This is an optimization exercise on Yosys and OpenROAD, whose aim is a short achievable clock period and few clock cycles, not a production implementation.
Function was checked by simulation only, so behaviour that the tests miss may differ from the original.
Power is estimated from default activity; no workload was simulated.

==> v28: inputs <==
==> flow/design.v (excerpt) <==
module cpu_top (
    input  logic               clk,
    input  logic               rst,
    input  logic               rdy,
    output logic               inst_fetch,
    output cpu_pkg::addr_t     inst_addr,
    input  cpu_pkg::word_t     instruction,
    output cpu_pkg::data_req_t data_req,
    input  cpu_pkg::word_t     read_data
);
    logic [31:0] f_pc;           
    logic        d_valid;        
    logic [31:0] d_pc;
    logic        e_valid;
    logic        e_hold;         
    logic        e_w1, e_w2;     
    logic        e_useimm;
    logic [31:0] e_a, e_b, e_sd;
    logic [31:0] e_alt;          
    logic        e_altsel;
    logic [31:0] e_tgt;          
    logic [31:0] e_pc4;
    logic [9:0]  e_sel;
    logic        e_we, e_ld, e_st, e_beq, e_bne, e_jal, e_jalr;
    logic [4:0]  e_rd;
    logic        m_we, m_ld;
    logic [4:0]  m_rd;
    logic [31:0] m_res;
    logic        dc_use1, dc_use2, dc_useimm, dc_we, dc_ld, dc_st;
    logic        dc_beq, dc_bne, dc_jal, dc_jalr, dc_lui, dc_auipc;
    logic [9:0]  dc_sel;
    logic [31:0] dc_imm;
    logic [4:0]  rs1, rs2, rd;
    logic [31:0] rf1, rf2;
    logic [31:0] fw1, fw2;
    logic        wait1, wait2;
    logic [31:0] d_tgt, d_pc4;
    logic [31:0] m_val;
    logic [31:0] e_res;
    assign rs1 = instruction[19:15];
    assign rs2 = instruction[24:20];
    assign rd  = instruction[11:7];
    decoder u_decoder (
        .instr    (instruction),
        .use1     (dc_use1),
        .use2     (dc_use2),
        .use_imm  (dc_useimm),
        .we       (dc_we),
        .is_load  (dc_ld),
        .is_store (dc_st),
        .is_beq   (dc_beq),
        .is_bne   (dc_bne),
        .is_jal   (dc_jal),
        .is_jalr  (dc_jalr),
        .is_lui   (dc_lui),
        .is_auipc (dc_auipc),
        .alu_sel  (dc_sel),
        .imm      (dc_imm)
    );
    assign m_val = m_ld ? read_data : m_res;
    reg_file u_reg_file (
        .clk      (clk),
        .rst      (rst),
        .en       (rdy),
        .rs1      (rs1),
        .rs2      (rs2),
        .rd       (m_rd),
        .we       (m_we),
        .wdata    (m_val),
        .rs1_data (rf1),
        .rs2_data (rf2)
    );
  ...
Settings: LEC_CHECK=0, CAP_MARGIN=20, CORE_MARGIN=2, CORE_UTILIZATION=40, SLEW_MARGIN=20; clock period 10.0 ns.
run.sh (not shown) runs the stock make flow with config.mk's settings and CLKGATE_MAP_FILE= SYNTH_SCRIPT=/design/flow/synth_recipe.tcl, a recipe that flattens the netlist after the stock synthesis.
==> v8: changes against v28 <==
--- a/flow/design.v
+++ b/flow/design.v
@@ -162,19 +162,26 @@
     input  cpu_pkg::word_t     read_data
 );
     logic [31:0] f_pc;           
     logic        d_valid;        
     logic [31:0] d_pc;
+    logic        d_pred;         
     logic        e_valid;
     logic        e_hold;         
     logic        e_w1, e_w2;     
     logic        e_useimm;
     logic [31:0] e_a, e_b, e_sd;
+    logic        e_eq;           
+    logic [15:0] e_ea;           
+    logic        e_c16;          
     logic [31:0] e_alt;          
     logic        e_altsel;
     logic [31:0] e_tgt;          
+    logic [31:0] e_pc;
     logic [31:0] e_pc4;
+    logic        e_imm4;         
+    logic        e_pred;
     logic [9:0]  e_sel;
     logic        e_we, e_ld, e_st, e_beq, e_bne, e_jal, e_jalr;
     logic [4:0]  e_rd;
     logic        m_we, m_ld;
     logic [4:0]  m_rd;
@@ -183,13 +190,14 @@
     logic        dc_beq, dc_bne, dc_jal, dc_jalr, dc_lui, dc_auipc;
     logic [9:0]  dc_sel;
     logic [31:0] dc_imm;
     logic [4:0]  rs1, rs2, rd;
     logic [31:0] rf1, rf2;
-    logic [31:0] fw1, fw2;
+    logic [31:0] fw1, fw2, opb;
     logic        wait1, wait2;
     logic [31:0] d_tgt, d_pc4;
+    logic [16:0] d_ea;
     logic [31:0] m_val;
     logic [31:0] e_res;
     assign rs1 = instruction[19:15];
     assign rs2 = instruction[24:20];
     assign rd  = instruction[11:7];
@@ -233,43 +241,72 @@
         else if (m_we && m_rd == rs2)    fw2 = m_val;
         else                             fw2 = rf2;
     end
     assign wait1 = dc_use1 && e_we && e_ld && e_rd == rs1;
     assign wait2 = dc_use2 && e_we && e_ld && e_rd == rs2;
+    assign opb   = dc_useimm ? dc_imm : fw2;
+    assign d_ea  = {1'b0, fw1[15:0]} + {1'b0, dc_imm[15:0]};
     assign d_tgt = d_pc + dc_imm;
     assign d_pc4 = d_pc + 32'd4;
     logic [31:0] alu_res;
-    logic        eq, taken, redirect;
-    logic [31:0] jalr_tgt, rtgt, fetch_pc;
-    logic [15:0] daddr;
+    logic        taken, redirect;
+    logic [15:0] jalr_hi;
+    logic [31:0] jalr_tgt, tk_pc, nt_pc, fetch_pc;
     alu u_alu (
         .a      (e_a),
         .b      (e_b),
         .sel    (e_sel),
         .result (alu_res)
     );
     assign e_res = e_altsel ? e_alt : alu_res;
-    assign eq       = e_a == e_b;
-    assign taken    = e_jal || (e_beq && eq) || (e_bne && !eq);
-    assign jalr_tgt = (e_a + e_b) & 32'hffff_fffe;
-    assign redirect = !e_hold && (e_jalr || (taken && e_tgt != d_pc));
-    assign rtgt     = e_jalr ? jalr_tgt : e_tgt;
-    assign fetch_pc = redirect ? rtgt : f_pc;
-    assign daddr = e_a[15:0] + e_b[15:0];
+    assign taken    = e_jalr || ((e_jal || (e_beq && e_eq) || (e_bne && !e_eq)) && !e_imm4);
+    assign redirect = !e_hold && (taken != e_pred);
+    assign jalr_hi  = e_a[31:16] + e_b[31:16] + {15'd0, e_c16};
+    assign jalr_tgt = {jalr_hi, e_ea[15:1], 1'b0};
+    assign tk_pc    = e_jalr ? jalr_tgt : (e_pred ? f_pc : e_tgt);
+    assign nt_pc    = e_pred ? e_pc4 : f_pc;
+    assign fetch_pc = taken ? tk_pc : nt_pc;
+    localparam int btb_n = 8;
+    localparam int btb_k = 3;
+    logic              btb_v   [btb_n];
+    logic [31:btb_k+2] btb_tag [btb_n];
+    logic [31:0]       btb_tgt [btb_n];
+    logic [btb_k-1:0]  f_idx, e_idx;
+    logic              btb_hit;
+    logic [31:0]       pred_pc;
+    assign f_idx   = fetch_pc[btb_k+1:2];
+    assign e_idx   = e_pc[btb_k+1:2];
+    assign btb_hit = btb_v[f_idx] && btb_tag[f_idx] == fetch_pc[31:btb_k+2];
+    assign pred_pc = btb_hit ? btb_tgt[f_idx] : fetch_pc + 32'd4;
+    always_ff @(posedge clk) begin
+        if (!rst) begin
+            for (integer i = 0; i < btb_n; i = i + 1) btb_v[i] <= 1'b0;
+        end else if (rdy && !e_hold && taken && !e_jalr && !e_pred) begin
+            btb_v[e_idx]   <= 1'b1;
+            btb_tag[e_idx] <= e_pc[31:btb_k+2];
+            btb_tgt[e_idx] <= e_tgt;
+        end
+    end
     assign inst_fetch = rdy && rst && !e_hold;
     assign inst_addr  = fetch_pc[15:0];
     always_comb begin
-        data_req.addr  = daddr;
+        data_req.addr  = e_ea;
         data_req.wdata = e_sd;
         data_req.rd    = rdy && rst && e_ld && !e_hold;
         data_req.wr    = rdy && rst && e_st && !e_hold;
     end
+    logic [31:0] h_a, h_b;
+    logic [16:0] h_ea;
+    assign h_a  = e_w1 ? read_data : e_a;
+    assign h_b  = (e_w2 && !e_useimm) ? read_data : e_b;
+    assign h_ea = {1'b0, h_a[15:0]} + {1'b0, e_b[15:0]};
     always_ff @(posedge clk) begin
         if (!rst) begin
             f_pc    <= 32'd0;
             d_valid <= 1'b0;
             d_pc    <= 32'd0;
+            d_pred  <= 1'b0;
             e_valid <= 1'b0;
             e_hold  <= 1'b0;
             e_w1    <= 1'b0;
             e_w2    <= 1'b0;
             e_we    <= 1'b0;
@@ -277,28 +314,31 @@
             e_st    <= 1'b0;
             e_beq   <= 1'b0;
             e_bne   <= 1'b0;
             e_jal   <= 1'b0;
             e_jalr  <= 1'b0;
+            e_pred  <= 1'b0;
             m_we    <= 1'b0;
             m_ld    <= 1'b0;
         end else if (rdy) begin
             if (e_hold) begin
-                if (e_w1) e_a <= read_data;
-                if (e_w2) begin
-                    e_sd <= read_data;
-                    if (!e_useimm) e_b <= read_data;
-                end
+                e_a    <= h_a;
+                e_b    <= h_b;
+                e_eq   <= h_a == h_b;
+                e_ea   <= h_ea[15:0];
+                e_c16  <= h_ea[16];
+                if (e_w2) e_sd <= read_data;
                 e_hold <= 1'b0;
                 e_w1   <= 1'b0;
                 e_w2   <= 1'b0;
                 m_we   <= 1'b0;
                 m_ld   <= 1'b0;
             end else begin
-                f_pc    <= fetch_pc + 32'd4;
+                f_pc    <= pred_pc;
                 d_valid <= 1'b1;
                 d_pc    <= fetch_pc;
+                d_pred  <= btb_hit;
                 if (d_valid && !redirect) begin
                     e_valid <= 1'b1;
                     e_hold  <= wait1 || wait2;
                     e_w1    <= wait1;
                     e_w2    <= wait2;
@@ -307,10 +347,11 @@
                     e_st    <= dc_st;
                     e_beq   <= dc_beq;
                     e_bne   <= dc_bne;
                     e_jal   <= dc_jal;
                     e_jalr  <= dc_jalr;
+                    e_pred  <= d_pred;
                 end else begin
                     e_valid <= 1'b0;
                     e_hold  <= 1'b0;
                     e_w1    <= 1'b0;
                     e_w2    <= 1'b0;
@@ -319,20 +360,26 @@
                     e_st    <= 1'b0;
                     e_beq   <= 1'b0;
                     e_bne   <= 1'b0;
                     e_jal   <= 1'b0;
                     e_jalr  <= 1'b0;
+                    e_pred  <= 1'b0;
                 end
                 e_useimm <= dc_useimm;
                 e_a      <= fw1;
-                e_b      <= dc_useimm ? dc_imm : fw2;
+                e_b      <= opb;
                 e_sd     <= fw2;
+                e_eq     <= fw1 == fw2;
+                e_ea     <= d_ea[15:0];
+                e_c16    <= d_ea[16];
                 e_sel    <= dc_sel;
                 e_altsel <= dc_lui | dc_auipc | dc_jal | dc_jalr;
                 e_alt    <= dc_lui ? dc_imm : (dc_auipc ? d_tgt : d_pc4);
                 e_tgt    <= d_tgt;
+                e_pc     <= d_pc;
                 e_pc4    <= d_pc4;
+                e_imm4   <= dc_imm == 32'd4;
                 e_rd     <= rd;
                 m_we  <= e_we;
                 m_ld  <= e_ld;
                 m_rd  <= e_rd;
                 m_res <= e_res;
==> flow/config.mk (replaced) <==
export PLATFORM = sky130hd
export DESIGN_NAME = cpu_top
export DESIGN_NICKNAME = cpu_top
export VERILOG_FILES = /design/flow/design.v
export SDC_FILE = /design/flow/constraint.sdc
export NUM_CORES = 4
export LEC_CHECK = 0
export ABC_CLOCK_PERIOD_IN_PS = 2000
export CAP_MARGIN = 20
export CORE_MARGIN = 2
export CORE_UTILIZATION = 40
export SETUP_SLACK_MARGIN = 5
export SLEW_MARGIN = 20
==> v36: changes against v28 <==
--- a/flow/design.v
+++ b/flow/design.v
@@ -171,10 +171,12 @@
     logic [31:0] e_a, e_b, e_sd;
     logic [31:0] e_alt;          
     logic        e_altsel;
     logic [31:0] e_tgt;          
     logic [31:0] e_pc4;
+    logic [15:0] e_pc;           
+    logic        e_seq;          
     logic [9:0]  e_sel;
     logic        e_we, e_ld, e_st, e_beq, e_bne, e_jal, e_jalr;
     logic [4:0]  e_rd;
     logic        m_we, m_ld;
     logic [4:0]  m_rd;
@@ -249,13 +251,34 @@
     );
     assign e_res = e_altsel ? e_alt : alu_res;
     assign eq       = e_a == e_b;
     assign taken    = e_jal || (e_beq && eq) || (e_bne && !eq);
     assign jalr_tgt = (e_a + e_b) & 32'hffff_fffe;
-    assign redirect = !e_hold && (e_jalr || (taken && e_tgt != d_pc));
-    assign rtgt     = e_jalr ? jalr_tgt : e_tgt;
+    assign redirect = !e_hold && (e_jalr || (taken ? e_tgt != d_pc : !e_seq));
+    assign rtgt     = e_jalr ? jalr_tgt : (taken ? e_tgt : e_pc4);
     assign fetch_pc = redirect ? rtgt : f_pc;
+    localparam int btb_n = 8;
+    localparam int btb_k = 3;
+    logic              btb_v   [btb_n];
+    logic [15:btb_k+2] btb_tag [btb_n];
+    logic [31:0]       btb_tgt [btb_n];
+    logic [btb_k-1:0]  f_idx, e_idx;
+    logic              btb_hit;
+    logic [31:0]       pred_pc;
+    assign f_idx   = fetch_pc[btb_k+1:2];
+    assign e_idx   = e_pc[btb_k+1:2];
+    assign btb_hit = btb_v[f_idx] && btb_tag[f_idx] == fetch_pc[15:btb_k+2];
+    assign pred_pc = btb_hit ? btb_tgt[f_idx] : fetch_pc + 32'd4;
+    always_ff @(posedge clk) begin
+        if (!rst) begin
+            for (integer i = 0; i < btb_n; i = i + 1) btb_v[i] <= 1'b0;
+        end else if (rdy && !e_hold && taken && e_tgt != {e_pc4[31:16], e_pc} + 32'd4) begin
+            btb_v[e_idx]   <= 1'b1;
+            btb_tag[e_idx] <= e_pc[15:btb_k+2];
+            btb_tgt[e_idx] <= e_tgt;
+        end
+    end
     assign daddr = e_a[15:0] + e_b[15:0];
     assign inst_fetch = rdy && rst && !e_hold;
     assign inst_addr  = fetch_pc[15:0];
     always_comb begin
         data_req.addr  = daddr;
@@ -277,10 +300,11 @@
             e_st    <= 1'b0;
             e_beq   <= 1'b0;
             e_bne   <= 1'b0;
             e_jal   <= 1'b0;
             e_jalr  <= 1'b0;
+            e_seq   <= 1'b1;
             m_we    <= 1'b0;
             m_ld    <= 1'b0;
         end else if (rdy) begin
             if (e_hold) begin
                 if (e_w1) e_a <= read_data;
@@ -292,11 +316,11 @@
                 e_w1   <= 1'b0;
                 e_w2   <= 1'b0;
                 m_we   <= 1'b0;
                 m_ld   <= 1'b0;
             end else begin
-                f_pc    <= fetch_pc + 32'd4;
+                f_pc    <= pred_pc;
                 d_valid <= 1'b1;
                 d_pc    <= fetch_pc;
                 if (d_valid && !redirect) begin
                     e_valid <= 1'b1;
                     e_hold  <= wait1 || wait2;
@@ -329,10 +353,12 @@
                 e_sel    <= dc_sel;
                 e_altsel <= dc_lui | dc_auipc | dc_jal | dc_jalr;
                 e_alt    <= dc_lui ? dc_imm : (dc_auipc ? d_tgt : d_pc4);
                 e_tgt    <= d_tgt;
                 e_pc4    <= d_pc4;
+                e_pc     <= d_pc[15:0];
+                e_seq    <= !(d_valid && !redirect) || f_pc == d_pc4;
                 e_rd     <= rd;
                 m_we  <= e_we;
                 m_ld  <= e_ld;
                 m_rd  <= e_rd;
                 m_res <= e_res;
==> flow/config.mk (replaced) <==
export PLATFORM = sky130hd
export DESIGN_NAME = cpu_top
export DESIGN_NICKNAME = cpu_top
export VERILOG_FILES = /design/flow/design.v
export SDC_FILE = /design/flow/constraint.sdc
export NUM_CORES = 4
export LEC_CHECK = 0
export ABC_CLOCK_PERIOD_IN_PS = 4000
export CAP_MARGIN = 20
export CORE_MARGIN = 2
export CORE_UTILIZATION = 40
export SETUP_SLACK_MARGIN = 5
export SLEW_MARGIN = 20
==> comparison table <==
| metric | v8 | v28 | v36 |
|---|---|---|---|
| Outcome | finished clean | finished clean | finished clean |
| Number of sequential storage elements | 1878 | 1313 | 1714 |
| Total number of cells along the worst setup path | 15 | 12 | 13 |
| GR Layer Usage met2 | 0.481 | 0.501 | 0.477 |
| Total power density per cell area | 166 mW/mm^2 | 158 mW/mm^2 | 164 mW/mm^2 |
| Length in cells of the worst reg-to-reg path | 25 | 16 | 24 |
| Post CTS Setup Buffer Count | 139 | 0 | 218 |
| Slew at the pin closest to its max-slew limit | 1.19 ns | 1.23 ns | 1.20 ns |
| Clock Skew | 0.114 ns | 0.0499 ns | 0.126 ns |
| Post-Synthesis Cells | 8032 | 6450 | 7806 |
| Net load switching power | 5.56 mW | 3.86 mW | 5.27 mW |
| Die outline width | 513 um | 446 um | 491 um |
| Minimum clock period after layout | 5.61 ns | 7.61 ns | 6.79 ns |
| Minimum setup slack in the final design | 4.39 ns | 2.39 ns | 3.21 ns |
| Leading cell type in the layout, fill and taps excluded | edfxtp_1 | nor2_1 | edfxtp_1 |
| Total combinational power | 3.22 mW | 2.14 mW | 3.12 mW |
| Number of enable-type register cells in the synthesized netlist | 1791 | 1238 | 1628 |
| Flip-flop and latch power | 9.08 mW | 6.38 mW | 8.33 mW |
| Register area | 0.0555 sq mm | 0.0387 sq mm | 0.0506 sq mm |
| Final cell area excluding filler cells | 0.122 sq mm | 0.0874 sq mm | 0.113 sq mm |
| Worst vdd ir | 0.193 mV | 0.168 mV | 0.240 mV |
| Initial antenna violation count | 40 | 10 | 33 |
| Reg2reg setup slack | 4.46 ns | 3.78 ns | 3.48 ns |
Testbench counts of v28, summed over its fixed seeds: cycles 62,656.
Testbench counts of v8, summed over its fixed seeds: cycles 59,491.
Testbench counts of v36, summed over its fixed seeds: cycles 59,481.

-- afterwards: timing with drivers on the ports --
The results above use ideal ports. As a check the final layouts listed here were re-extracted and re-timed, cells and wires unchanged. Step 1 (the two cells are an assumption about what drives the block):
set clk [get_ports {clk}]
set_driving_cell -lib_cell sky130_fd_sc_hd__clkbuf_16 $clk
set_driving_cell -lib_cell sky130_fd_sc_hd__buf_2 [delete_from_list [all_inputs] $clk]
Step 2 adds t to the input delays and takes it off the output delays; t is the mean of the earliest and latest rising clock arrival at the registers after step 1. Input paths then give back, and output paths get back, about the clock's delay inside the block. a / b / c = ideal / step 1 / step 2; a / b = the first two.
run	t (ns)	slack for setup (ns)	worst setup path after step 2	slew at the worst register clock pin (ns)	worst data-port slew with drivers (ns)
v28	0.864	2.394 / 2.309 / 2.226	input to register	0.07 / 0.07	0.11
v8	0.968	4.393 / 3.952 / 2.985	input to register	0.07 / 0.07	0.63
v36	0.931	3.215 / 3.119 / 3.034	input to register	0.07 / 0.07	0.27
After both steps every run listed still meets setup and hold. For v8, which loses most, drivers alone change the setup slack by -0.441 ns; drivers and shift together by -1.408 ns.
